What follows belongs to an exercise in optimizing a design on an open flow for small area; a production flow would make more cautious choices.
RTL that was checked went through simulation tests only; none was proved equivalent to the original.
The RTL of run 2 was laid out without a check of its function.
Power is estimated from default activity; no workload was simulated.

==> flow/run.sh <==
#!/bin/bash
# synth_recipe.tcl (not shown) runs the flow's synth.tcl, then flattens the netlist and writes it again
# the make line also repeats each setting of config.mk as NAME=value (left out here)
make -C /OpenROAD-flow-scripts/flow DESIGN_CONFIG=/design/flow/config.mk WORK_HOME=/design/flow/orfs CLKGATE_MAP_FILE= SYNTH_SCRIPT=/design/flow/synth_recipe.tcl finish
==> flow/config.mk <==
export PLATFORM = sky130hd
export DESIGN_NAME = wb_regfile
export DESIGN_NICKNAME = wb_regfile
export VERILOG_FILES = /design/flow/design.v
export SDC_FILE = /design/flow/constraint.sdc
export NUM_CORES = 4
export LEC_CHECK = 0
export CAP_MARGIN = 20
export CORE_MARGIN = 2
export CORE_UTILIZATION = 40
export SETUP_SLACK_MARGIN = 0.2
export SLEW_MARGIN = 20
==> flow/constraint.sdc <==
create_clock -name core_clock -period 7.0 [get_ports {clk}]
set_input_delay 1.4000 -clock core_clock [delete_from_list [all_inputs] [get_ports {clk}]]
set_output_delay 1.4000 -clock core_clock [all_outputs]
set_load 0.01 [all_outputs]
==> flow/design.v <==
module wb_regfile #(
    parameter int unsigned DATA_W = 32,
    parameter int unsigned ADDR_W = 5,
    parameter int unsigned CNT_W  = 16
) (
    input  logic              clk,
    input  logic              rst,
    input  logic [1:0]        in_WB,
    input  logic [DATA_W-1:0] in_red,
    input  logic [DATA_W-1:0] in_res,
    input  logic [ADDR_W-1:0] in_mux,
    input  logic [ADDR_W-1:0] rs_addr,
    input  logic [ADDR_W-1:0] rt_addr,
    output logic [DATA_W-1:0] rs_data,
    output logic [DATA_W-1:0] rt_data,
    output logic [DATA_W-1:0] wb_data,
    output logic              wb_we,
    output logic [CNT_W-1:0]  commit_count
);
    localparam int unsigned NREGS = 1 << ADDR_W;
    logic [DATA_W-1:0] regs [NREGS];
    logic [CNT_W-1:0]  count_q;
    always_comb begin
        wb_data = in_WB[0] ? in_red : in_res;
        wb_we   = in_WB[1] & (in_mux != '0) & ~rst;
    end
    function automatic logic [DATA_W-1:0] read_port(input logic [ADDR_W-1:0] addr);
        logic [DATA_W-1:0] value;
        value = regs[addr];
        if (addr == '0) begin
            value = '0;
        end else if (wb_we && (addr == in_mux)) begin
            value = wb_data;
        end
        read_port = value;
    endfunction
    always_comb begin
        rs_data = read_port(rs_addr);
        rt_data = read_port(rt_addr);
    end
    always_ff @(posedge clk) begin
        if (rst) begin
            for (int i = 0; i < int'(NREGS); i++) begin
                regs[ADDR_W'(i)] <= '0;
            end
            count_q <= '0;
        end else if (wb_we) begin
            regs[in_mux] <= wb_data;
            count_q      <= count_q + CNT_W'(1);
        end
    end
    assign commit_count = count_q;
endmodule
==> results of run 1 <==
[cells in the final DEF, fill, tap and decap left out, types with 17 or more instances in the layout]
cell type        netlist  routed
a221oi_2              30      30
a221oi_1              38      38
clkdlybuf4s50_1        0     183
clkinv_2               0      24
o21ai_0               40      40
mux4_2               298     298
o2111ai_1             49      49
nand2_1              128     111
xor2_1                20      20
a21oi_1               53      53
o22ai_1               67      67
o21a_1                39      39
buf_4                 33     170
edfxtp_1            1024    1024
clkbuf_1             268      23
conb_1                 1      32
nor2_1              1014    1009
a22oi_1               98      98
mux2_2                93      93
mux2i_4                0      32
inv_1                 35      35
nand2_2                0      17
nand2b_2               0      22
mux2i_1              427     395
clkbuf_16              0     112
o211ai_1              78      78
a31oi_1               25      25
clkinv_1               0      21
[metal layers]
metal	part of all wire (%)	GRT usage [%]	routed length, um	vias up
li1	-	-	-	15800
met1	38	37.9	76700	20200
met2	45	43.9	91700	2810
met3	12	6.68	23800	548
met4	5.7	14.4	11700	4
met5	0.015	0	31	-
[critical path, delay by kind of cell]
| kind | cells | cell delay (ns) |
|---|---|---|
| buffers and inverters | 3 | 1.80 |
| AOI/OAI and AO/OA | 3 | 1.28 |
| and+or+nand+nor | 2 | 0.57 |
[final cells by class]
| class | count | area share, % |
|---|---|---|
| Tap cell | 1781 | 3.57 |
| Clock buffer | 138 | 4.69 |
| Multi-Input combinational cell | 2660 | 35.4 |
| Inverter | 35 | 0.210 |
| Antenna cell | 1 | 0.00401 |
| Clock inverter | 59 | 0.758 |
| Timing Repair Buffer | 373 | 5.54 |
| Sequential cell | 1040 | 49.8 |
[registers in the layout, summed over array words and instances (netlist names)]
register  flops
count_q      16
regs       1024
[report_power, final]
part	switching (uW)	internal (uW)
sequential	169	7180
clock	2540	3200
combinational	1350	859
total	4060	11200
[metrics by stage]
stage,instance area (um^2),std cells
2_1_floorplan,54800,4175
3_3_place_gp,59000,5889
3_5_place_dp,59000,5889
4_1_cts,62400,6086
5_1_grt,62400,6087
6_report,62400,6087
[kinds of logic (layout without fill, tap and decap cells)]
logic type / after synthesis / after routing / share of synthesized area (%)
other cells: 1 / 33 / 0.00685
compound gates: 544 / 544 / 7.47
simple gates: 1240 / 1240 / 9.13
fa+ha+maj: 1 / 1 / 0.0229
buf+inv: 475 / 605 / 4.19
xor+xnor: 25 / 25 / 0.400
mux: 818 / 818 / 22.0
flops: 1040 / 1040 / 56.8
[worst paths after layout]
path / startpoint / slack [ns] / to / cells after the start
max: in_mux[4] / 0.51 / rt_data[2] / 8
max reg2reg: count_q[6]$_SDFFE_PP0P_ / 5.59 / count_q[15]$_SDFFE_PP0P_ / 5
min: count_q[15]$_SDFFE_PP0P_ / 0.53 / count_q[15]$_SDFFE_PP0P_ / 2
min reg2reg: count_q[15]$_SDFFE_PP0P_ / 0.53 / count_q[15]$_SDFFE_PP0P_ / 2
==> qor.csv, run 1 <==
metric,value,unit
I/O Buffers,195,
post-DR vias/cell,6.47,
final hold violations,0,
HP Class,reg2reg,
share of cells above drive strength 1,20.1,%
Peak Freq,0.154,GHz
Die Height,374,um
post-layout utilization of the core,46.0,%
top-count cell post-synth,edfxtp_1,
maxcap violations,0,
PD cells,245,mW/mm^2
largest net degree at the start of global routing,64,
final setup vio count,0,
Detailed Place HPWL,123000,um
Starting Density,40.3,%
main area contributors after synthesis,"edfxtp_1, mux4_2, mux2i_1, nor2_1, mux2_2",
register bit total from synthesis,1040,
gpl congestion,0.885,
synth cell count leaders,"edfxtp_1, nor2_1, mux2i_1, mux4_2, clkbuf_1",
storage element area,0.0311,mm^2
Cells after Synth,4144,
"Warnings, synthesis",1,
"CTS clk-pin slew, worst paths",0.06,ns
crit share post-route,92.7,%
wire per inst,33.5,um
Mapped Area,0.0547,mm^2
WL final,204000,um
Worst setup EP type,output port,
Clock Path Buffers,3,
Iter 0 DRT Violations,5598,
number of global-route vias before repair,38700,
RSZ-0062 raised after global routing,no,
gr usage total,28.6,%
CTS Root Cell,clkbuf_16,
CORE AREA,0.136,mm^2
Crit-path slowest cell,clkdlybuf4s50_1,
initial antenna violation count,5,
Synth cell types,56,
CTS tree,yes,
antenna-violating nets left,0,
Least-Margin Pin Slew,1.14,ns
total power,15300,uW
DRC violation count after routing,0,
CP Launch Type,input port,
"most used cell, CP",clkdlybuf4s50_1,
FILL cells,12000,
TritonRoute pass-1 iters,6,
sequential share of the synthesized area,56.8,%
Slowest Stage Delay on Critical Path,0.83,ns
FP Rows,135,
sequence of cells on the critical path,clkdlybuf4s50_1 > nor3_4 > a211oi_2 > nand4_4 > buf_4 > o21ai_0 > a31oi_1 > clkdlybuf4s50_1,
Post-CTS Hold Fix Bufs,0,
fin worst setup slack,0.512,ns
Post-CTS Setup Bufs,0,
via count,39400,
layout net count,4303,
total CTS buffers,109,
P&R area growth vs syn,14.1,%
pre-CTS setup slack,0.731,ns
Clock Latency Late Sink,0.72,ns
crit path time final,6.49,ns
cell taking the most area after synthesis,edfxtp_1,
Die X,374,um
share of async-settable or async-resettable flops after synthesis,0,%
setup tns final,0,ns
Slew headroom,24.0,%
maximum vdd drop,0.208,mV
hold slack final,0.529,ns
top cell type's share of synthesized area,56.2,%
critical-path maximum fanout,32,
I/O pins,196,
Post-CTS Resized,0,
outcome,timing/DRC/antenna clean,
"EDFF count, synth",1024,
syn avg cell area,13.2,um^2
max-slew violation count,0,
global route total overflow,0,
full die area,0.140,mm^2
"Req. time, crit path",5.60,ns
leakage,0.0221,uW
Post-synth top flop,edfxtp_1,
H-tree depth,3,
clk_skew,0.00495,ns
arrival time at the worst endpoint,5.09,ns
Multi-input gate area,0.0221,mm^2
CTS Sinks,1040,
CP Class,in2out,
global-route wire length before repair,286000,um
==> run 2: changes to the inputs <==
==> flow/design.v (replaced) <==
module wbrf_ld_bit (
    input  logic q,
    input  logic d,
    input  logic en,
    input  logic enb,
    output logic y
);
    assign y = (q & enb) | (d & en);
endmodule
module wbrf_aoi222 (
    input  logic [2:0] a,
    input  logic [2:0] b,
    output logic       y
);
    assign y = ~((a[0] & b[0]) | (a[1] & b[1]) | (a[2] & b[2]));
endmodule
module wbrf_aoi22 (
    input  logic [1:0] a,
    input  logic [1:0] b,
    output logic       y
);
    assign y = ~((a[0] & b[0]) | (a[1] & b[1]));
endmodule
module wbrf_or11n (
    input  logic [10:0] n,
    output logic        y
);
    assign y = ~(&n[3:0]) | ~(&n[7:4]) | ~(&n[10:8]);
endmodule
module wbrf_rd_bit (
    input  logic [31:1] q,
    input  logic [31:1] sel,
    input  logic        byp_val,
    input  logic        byp,
    output logic        y
);
    logic [10:0] n;
    for (genvar g = 0; g < 10; g++) begin : g_t
        wbrf_aoi222 u_t (.a(q[3*g+3:3*g+1]), .b(sel[3*g+3:3*g+1]), .y(n[g]));
    end
    wbrf_aoi22 u_l (.a({byp_val, q[31]}), .b({byp, sel[31]}), .y(n[10]));
    wbrf_or11n u_o (.n(n), .y(y));
endmodule
module wbrf_rd_dec (
    input  logic [4:0]  addr,
    input  logic [4:0]  wr_addr,
    input  logic        we,
    output logic [31:1] sel,
    output logic        byp
);
    always_comb begin
        byp = we & (addr == wr_addr);
        for (int i = 1; i < 32; i++) begin
            sel[i] = ~byp & (addr == 5'(i));
        end
    end
endmodule
module wbrf_wr_dec (
    input  logic [4:0]  wr_addr,
    input  logic        wr_req,
    input  logic        rst,
    output logic [31:1] en,
    output logic [31:1] enb
);
    always_comb begin
        for (int i = 1; i < 32; i++) begin
            en[i]  = rst | (wr_req & (wr_addr == 5'(i)));
            enb[i] = ~en[i];
        end
    end
endmodule
module wb_regfile #(
    parameter int unsigned DATA_W = 32,
    parameter int unsigned ADDR_W = 5,
    parameter int unsigned CNT_W  = 16
) (
    input  logic              clk,
    input  logic              rst,
    input  logic [1:0]        in_WB,
    input  logic [DATA_W-1:0] in_red,
    input  logic [DATA_W-1:0] in_res,
    input  logic [ADDR_W-1:0] in_mux,
    input  logic [ADDR_W-1:0] rs_addr,
    input  logic [ADDR_W-1:0] rt_addr,
    output logic [DATA_W-1:0] rs_data,
    output logic [DATA_W-1:0] rt_data,
    output logic [DATA_W-1:0] wb_data,
    output logic              wb_we,
    output logic [CNT_W-1:0]  commit_count
);
    logic [DATA_W-1:0][31:1] regs;
    logic [DATA_W-1:0][31:1] regs_d;
    logic [CNT_W-1:0]  count_q;
    logic              wr_req;
    logic [DATA_W-1:0] din;
    logic [31:1]       en, enb;
    logic [31:1]       sel_s, sel_t;
    logic              byp_s, byp_t;
    always_comb begin
        wb_data = in_WB[0] ? in_red : in_res;
        wr_req  = in_WB[1] & (in_mux != '0);
        wb_we   = wr_req & ~rst;
        din     = wb_data & {DATA_W{~rst}};
    end
    wbrf_wr_dec u_wdec (.wr_addr(in_mux), .wr_req(wr_req), .rst(rst), .en(en), .enb(enb));
    wbrf_rd_dec u_sdec (.addr(rs_addr), .wr_addr(in_mux), .we(wb_we), .sel(sel_s), .byp(byp_s));
    wbrf_rd_dec u_tdec (.addr(rt_addr), .wr_addr(in_mux), .we(wb_we), .sel(sel_t), .byp(byp_t));
    for (genvar b = 0; b < DATA_W; b++) begin : g_bit
        for (genvar i = 1; i < 32; i++) begin : g_reg
            wbrf_ld_bit u_ld (
                .q(regs[b][i]), .d(din[b]), .en(en[i]), .enb(enb[i]), .y(regs_d[b][i])
            );
        end
        wbrf_rd_bit u_rs (
            .q(regs[b]), .sel(sel_s), .byp_val(wb_data[b]), .byp(byp_s), .y(rs_data[b])
        );
        wbrf_rd_bit u_rt (
            .q(regs[b]), .sel(sel_t), .byp_val(wb_data[b]), .byp(byp_t), .y(rt_data[b])
        );
    end
    always_ff @(posedge clk) begin
        regs <= regs_d;
        if (rst) begin
            count_q <= '0;
        end else if (wb_we) begin
            count_q <= count_q + CNT_W'(1);
        end
    end
    assign commit_count = count_q;
endmodule
--- a/flow/config.mk
+++ b/flow/config.mk
@@ -8,5 +8,6 @@
 export CAP_MARGIN = 20
 export CORE_MARGIN = 2
-export CORE_UTILIZATION = 40
-export SETUP_SLACK_MARGIN = 0.2
+export CORE_UTILIZATION = 50
 export SLEW_MARGIN = 20
+export SYNTH_HIERARCHICAL = 1
+export SYNTH_MINIMUM_KEEP_SIZE = 0
==> qor.csv, run 2 <==
metric,value,unit,change
"commonest cells after routing, fill and taps aside","dfxtp_1, a22o_1, a222oi_1",,"was edfxtp_1, nor2_1, mux2i_1"
Hold Crit Start,regs[698]$_DFF_P_,,was count_q[15]$_SDFFE_PP0P_
top cell type's share of synthesized area,50.1,%,was 56.2%
final setup vio count,17,,was 0
cell taking the most area after synthesis,dfxtp_1,,was edfxtp_1
Slew headroom,11.6,%,was 24.0%
storage element area,0.0202,mm^2,was 0.0311 mm^2
Clock Latency Late Sink,0.68,ns,was 0.72 ns
clk_skew,0.0184,ns,was 0.00495 ns
Worst Hold Path Cells,1,,was 2
crit share post-route,102,%,was 92.7%
Starting Density,50.2,%,was 40.3%
FP Rows,104,,was 135
PD cells,284,mW/mm^2,was 245 mW/mm^2
Multi-input gate area,0.0210,mm^2,was 0.0221 mm^2
crit path time final,7.14,ns,was 6.49 ns
full die area,0.0828,mm^2,was 0.140 mm^2
maxcap violations,0,,unchanged
Clock Path Buffers,3,,unchanged
top-count cell post-synth,dfxtp_1,,was edfxtp_1
Seq pwr share,46.5,%,was 48.1%
Mapped Area,0.0403,mm^2,was 0.0547 mm^2
DRC violation count after routing,0,,unchanged
switching part of the total power,28.2,%,was 26.5%
WL final,202000,um,was 204000 um
syn avg cell area,12.0,um^2,was 13.2 um^2
Post-synth top flop,dfxtp_1,,was edfxtp_1
I/O Buffers,195,,unchanged
H-tree depth,3,,unchanged
final hold violations,0,,unchanged
share of async-settable or async-resettable flops after synthesis,0,%,unchanged
sequential share of the synthesized area,50.1,%,was 56.8%
layout net count,3980,,was 4303
FILL cells,6295,,was 12000
P&R area growth vs syn,26.9,%,was 14.1%
synth cell count leaders,"dfxtp_1, a22o_1, a222oi_1, nand4_1, nand3_1",,"was edfxtp_1, nor2_1, mux2i_1, mux4_2, clkbuf_1"
CP Launch Type,input port,,unchanged
via count,42500,,was 39400
I/O pins,196,,unchanged
Synth cell types,49,,was 56
worst r2r dst,count_q[15]$_SDFFE_PP0P_,,unchanged
gpl congestion,0.960,,was 0.885
wire per inst,40.1,um,was 33.5 um
design area,0.0511,mm^2,was 0.0624 mm^2
CP Class,in2out,,unchanged
CTS Root Cell,clkbuf_16,,unchanged
Logic pwr share,13.8,%,was 14.4%
Detailed Place HPWL,123000,um,about the same
worst reg-to-reg setup slack,5.03,ns,was 5.59 ns
max-slew violation count,0,,unchanged
critical-path maximum fanout,18,,was 32
Int Power,10400,uW,was 11200 uW
CTS tree,yes,,unchanged
Top reg by flops,regs,,unchanged
arrival time at the worst endpoint,5.74,ns,was 5.09 ns
post-DR vias/cell,8.44,,was 6.47
Post-CTS Hold Fix Bufs,0,,unchanged
Layout Check Fails,negative setup slack,,
"Req. time, crit path",5.60,ns,about the same
Min-Delay Endpoint,regs[698]$_DFF_P_,,was count_q[15]$_SDFFE_PP0P_
HP Class,reg2reg,,unchanged
total power,14500,uW,was 15300 uW
main area contributors after synthesis,"dfxtp_1, a22o_1, a222oi_1, nand4_1, a22oi_2",,"was edfxtp_1, mux4_2, mux2i_1, nor2_1, mux2_2"
Iter 0 DRT Violations,9989,,was 5598
largest net degree at the start of global routing,48,,was 64
gr usage total,46.4,%,was 28.6%
hold slack final,0.510,ns,was 0.529 ns
Sw Pwr,4090,uW,was 4060 uW
Peak Freq,0.140,GHz,was 0.154 GHz
leakage,0.0194,uW,was 0.0221 uW
number of global-route vias before repair,40700,,was 38700
Clock power frac,39.7,%,was 37.5%
share of cells above drive strength 1,17.5,%,was 20.1%
total CTS buffers,105,,was 109
CORE AREA,0.0802,mm^2,was 0.136 mm^2
Die Height,288,um,was 374 um
Least-Margin Pin Slew,1.32,ns,was 1.14 ns
Worst setup EP type,output port,,unchanged
RSZ-0062 raised after global routing,yes,,was no
fin worst setup slack,-0.137,ns,was 0.512 ns
leading registers by flop count,"regs (992), count_q (16)",,"was regs (1024), count_q (16)"
reg2reg start,count_q[2]$_SDFFE_PP0P_,,was count_q[6]$_SDFFE_PP0P_
antenna-violating nets left,0,,unchanged
"EDFF count, synth",0,,was 1024
Reg2Reg Depth,4,,was 5
Placed Instance Area,0.0467,mm^2,was 0.0590 mm^2
"CTS clk-pin slew, worst paths",0.06,ns,about the same
"most common cell after layout, fill and taps aside",dfxtp_1,,was edfxtp_1
initial antenna violation count,20,,was 5
global route total overflow,0,,unchanged
Die X,288,um,was 374 um
"Warnings, synthesis",9,,was 1
maximum vdd drop,0.218,mV,was 0.208 mV
TritonRoute pass-1 iters,13,,was 6
Largest register FFs,992,,was 1024
register bit total from synthesis,1008,,was 1040
Cells after Synth,3341,,was 4144
CTS Sinks,1008,,was 1040
outcome,failed layout checks,,was timing/DRC/antenna clean
global-route wire length before repair,283000,um,was 286000 um
## run 2: changes by cell type after synthesis, sizes merged, moves of 75 or more
cell / delta
nand4: +120
clkbuf: -253
mux4: -298
a222oi: +640
buf: -130
edfxtp: -1024
nand2: -117
nor2: -1001
dfxtp: +992
mux2i: -426
a22o: +991
o211ai: -75
## run 2: repair_timing
action	in CTS	in global routing
setup buffers	7	49
resized for setup	0	2
pin swaps	5	17
endpoints found under the setup margin	6	52
cloned	0	1
## run 2: power by group through the flow
stage / clock, uW / sequential, uW / combinational [uW]
2_1_floorplan: 0 / 6720 / 980
3_3_place_gp: 0 / 6800 / 1820
3_5_place_dp: 0 / 6840 / 1870
4_1_cts: 5740 / 6720 / 1880
5_1_grt: 5980 / 6800 / 2020
6_report: 5760 / 6750 / 2000
## run 2: through the flow
step	worst slack, ns	util (%)	setup TNS (ns)	std cells
after CTS	0.00160	62.8	0	4973
after global routing	-0.0620	63.7	-0.147	5034
after detailed placement	-0.00126	58.3	-0.00126	4781
after global placement	-0.113	58.1	-0.856	4771
final	-0.137	63.7	-0.912	5042
after floorplan	0.377	-	0	3341
## run 2: cells by family (layout without fill, tap and decap cells)
group / count (synthesis) / after routing / share of synthesized area [%]
AO/OA/AOI/OAI: 1845 / 1845 / 42.0
flip-flops: 1008 / 1008 / 50.1
AND/OR/NAND/NOR: 379 / 379 / 5.78
buffers and inverters: 60 / 693 / 0.793
multiplexers: 34 / 34 / 0.957
XOR/XNOR: 14 / 14 / 0.305
adder cells (fa/ha/maj): 1 / 1 / 0.0311
other: 0 / 8 / 0
## run 2: modules after synthesis, one instance, submodules excluded, a selection
module       times used  flops+latches
wbrf_wr_dec           1              0
wbrf_aoi22           64              0
wb_regfile            1           1008
wbrf_or11n           64              0
wbrf_aoi222         640              0
wbrf_rd_dec           2              0
wbrf_ld_bit         992              0
## run 2: critical path, cell delays in order
cell,delay [ns]
clkdlybuf4s50_1,0.43
or4_4,0.60
o21ai_1,0.19
nor2_1,0.11
and2_4,0.26
buf_12,0.17
a211oi_4,1.05
a222oi_1,0.33
nand4_1,0.35
or3_1,0.26
clkdlybuf4s50_1,0.56
## run 2: routing by layer
layer  vias to the layer above  GRT usage, %  routed length (um)  part of all wire (%)
met2                      4043          65.3               82300                    41
met5                         -         0.116                  77                 0.038
met1                     20900          57.9               70700                    35
li1                      16600             -                   -                     -
met3                       993          18.3               32600                    16
met4                        10          32.5               16600                   8.2
## run 2: worst max-delay path by stage
stage                     startpoint  slack (ns)  depth (start not counted)          end
after global placement     in_mux[0]       -0.11                         11   rs_data[7]
after detailed placement   in_mux[0]      -0.001                         12   rt_data[7]
after CTS                  in_mux[0]       0.002                         12   rt_data[7]
after global routing       in_mux[3]       -0.06                         13  rs_data[13]
final                      in_mux[0]       -0.14                         11  rs_data[10]
after floorplan            in_mux[0]        0.38                         10   rs_data[0]
## run 2: layout make-up
class | count | share of cell area [%]
diodes | 8 | 0.0392
clock buffers | 150 | 5.87
clock inverters | 35 | 0.997
inverters | 3 | 0.0220
multi-input cells | 2273 | 41.1
flip-flops and latches | 1008 | 39.5
well taps | 1060 | 2.60
repair buffers | 505 | 9.84

## what the ideal ports hide
Ports are ideal in the flow. The routed layouts listed here were re-timed in OpenROAD.
Step 1 (the two cells are an assumption about what drives the block):
set clk [get_ports {clk}]
set_driving_cell -lib_cell sky130_fd_sc_hd__clkbuf_16 $clk
set_driving_cell -lib_cell sky130_fd_sc_hd__buf_2 [delete_from_list [all_inputs] $clk]
Step 2 adds t to the input delays and takes it off the output delays; t is the mean of the earliest and latest rising clock arrival at the registers after step 1. Input paths then give back, and output paths get back, about the clock's delay inside the block.
a / b / c = ideal ports / drivers / drivers and shift; a / b = the first two.
run	shift t [ns]	setup slack, ns	worst setup path at the end
run 1	0.801	0.512 / 0.486 / 0.486	input to output
run 2	0.760	-0.137 / -0.160 / -0.160	input to output
The setup slack of run 1, which loses most, moves by -0.026 ns with the drivers and by -0.026 ns with both steps.
